What follows belongs to an exercise in optimizing a design on an open flow for small area; a production flow would make more cautious choices. Only simulation tests tie the RTL to the original design; equivalence was not proved.

== red ==
==> flow/design.v <==
module gray_window_3x3 #(
  parameter int unsigned WIDTH  = 100,
  parameter int unsigned HEIGHT = 100
) (
  input  logic                      clk,
  input  logic                      rst_n,
  input  logic                      pix_valid,
  input  logic [7:0]                pix_in,
  input  logic                      sof,
  output logic                      win_valid,
  output logic [71:0]               win,
  output logic [$clog2(WIDTH)-1:0]  win_x,
  output logic [$clog2(HEIGHT)-1:0] win_y,
  output logic                      frame_done
);
  localparam int unsigned XW  = $clog2(WIDTH);
  localparam int unsigned YW  = $clog2(HEIGHT);
  localparam int unsigned LEN = 2 * WIDTH + 3;
  logic [XW-1:0] xm1_q;
  logic [YW-1:0] ym1_q;
  logic          acc_q;    
  logic x_last, y_last;
  assign x_last = xm1_q[6] & xm1_q[5] & xm1_q[1] & ~xm1_q[0];
  assign y_last = ym1_q[6] & ym1_q[5] & ym1_q[1] & ~ym1_q[0];
  logic x_neg, y_neg;
  assign x_neg = xm1_q[6] & xm1_q[5] & xm1_q[4];
  assign y_neg = ym1_q[6] & ym1_q[5] & ym1_q[4];
  logic restart_q;
  logic start;
  assign start = sof || restart_q;
  always_ff @(posedge clk or negedge rst_n) begin
    if (!rst_n) begin
      restart_q <= 1'b1;
      acc_q     <= 1'b0;
    end else begin
      acc_q <= pix_valid;
      if (pix_valid) restart_q <= 1'b0;
    end
  end
  always_ff @(posedge clk) begin
    if (pix_valid) begin
      xm1_q <= (start || x_last) ? '1 : xm1_q + XW'(1);
      if (start || (x_last && y_last)) ym1_q <= '1;
      else if (x_last)                 ym1_q <= ym1_q + YW'(1);
    end
  end
  logic [7:0] chain [LEN];
  always_ff @(posedge clk) begin
    if (pix_valid) begin
      chain[0] <= pix_in;
      for (int i = 1; i < LEN; i++) chain[i] <= chain[i-1];
    end
  end
  for (genvar r = 0; r < 3; r++) begin : g_row
    for (genvar c = 0; c < 3; c++) begin : g_col
      assign win[8*(3*r+c) +: 8] = chain[(2-r)*WIDTH + (2-c)];
    end
  end
  assign win_x      = xm1_q;
  assign win_y      = ym1_q;
  assign win_valid  = acc_q && !x_neg && (xm1_q != '0) && !y_neg && (ym1_q != '0);
  assign frame_done = acc_q && x_last && y_last;
endmodule
Settings: LEC_CHECK=0, CAP_MARGIN=20, CORE_MARGIN=2, CORE_UTILIZATION=75, SLEW_MARGIN=20; clock period 10.0 ns.
standard.sh (not shown) runs the stock make flow with config.mk's settings and CLKGATE_MAP_FILE= SYNTH_SCRIPT=/design/flow/synth_recipe.tcl, a recipe that flattens the netlist after the stock synthesis.
==> flow/flow/run.sh <==
#!/bin/bash
# Standard layout, with a lighter clock tree (no dummy loads, one buffer
# type, larger sink clusters) and the smallest buffer on each port.
set -euo pipefail
export CTS_ARGS="-sink_clustering_enable -repair_clock_nets -dont_use_dummy_load -buf_list sky130_fd_sc_hd__clkbuf_8 -sink_clustering_size 20 -sink_clustering_max_diameter 80"
export BUFFER_PORTS_ARGS="-buffer_cell sky130_fd_sc_hd__buf_1"
bash standard.sh > standard_flow.log 2>&1
red did not finish; the tool stopped in detailed placement with error DPL-0033.
--- input diff red..blue ---
diff --git a/flow/design.v b/flow/design.v
--- a/flow/design.v
+++ b/flow/design.v
@@ -25,23 +25,18 @@
   logic x_neg, y_neg;
   assign x_neg = xm1_q[6] & xm1_q[5] & xm1_q[4];
   assign y_neg = ym1_q[6] & ym1_q[5] & ym1_q[4];
-  logic restart_q;
-  logic start;
-  assign start = sof || restart_q;
   always_ff @(posedge clk or negedge rst_n) begin
     if (!rst_n) begin
-      restart_q <= 1'b1;
-      acc_q     <= 1'b0;
+      xm1_q <= XW'(WIDTH - 2);
+      ym1_q <= YW'(HEIGHT - 2);
+      acc_q <= 1'b0;
     end else begin
       acc_q <= pix_valid;
-      if (pix_valid) restart_q <= 1'b0;
-    end
-  end
-  always_ff @(posedge clk) begin
-    if (pix_valid) begin
-      xm1_q <= (start || x_last) ? '1 : xm1_q + XW'(1);
-      if (start || (x_last && y_last)) ym1_q <= '1;
-      else if (x_last)                 ym1_q <= ym1_q + YW'(1);
+      if (pix_valid) begin
+        xm1_q <= (sof || x_last) ? '1 : xm1_q + XW'(1);
+        if (sof || (x_last && y_last)) ym1_q <= '1;
+        else if (x_last)               ym1_q <= ym1_q + YW'(1);
+      end
     end
   end
   logic [7:0] chain [LEN];
==> comparison <==
- The sole clean run among blue and red is blue.
- Summary: with red as the reference, count of flip-flops with a built-in enable after synthesis in blue moved down slightly.
- Changes observed in blue relative to red: final weighted congestion of routability-driven global placement has increased; synthesized cell count has increased; total of flip-flops plus latches after synthesis has remained practically unchanged; cell area after technology mapping has remained practically unchanged; synthesized area per cell has decreased.

==> re-timing with driven ports <==
No port has a modelled driver above. Below, the same layout with a new extraction and two added sets of constraints. Step 1 sets driving cells, clkbuf_16 on the clock port and buf_2 on the other inputs (assumed; they add their load-dependent delay and slew). Step 2 times the ports against the registers' clock, not the clock port: input delays grow and output delays shrink by t, the midpoint of the rising clock arrivals with the driver on. Three values: ideal, step 1, step 2; two values: the first two.
run: blue
t (ns): 0.736
setup WS [ns]: 5.936 / 5.880 / 5.677
slew at the worst register clock pin (ns): 0.12 / 0.12
worst data-port slew with drivers (ns): 0.04
After both steps blue still meets setup and hold. For blue, drivers alone change the setup slack by -0.056 ns; drivers and shift together by -0.259 ns.
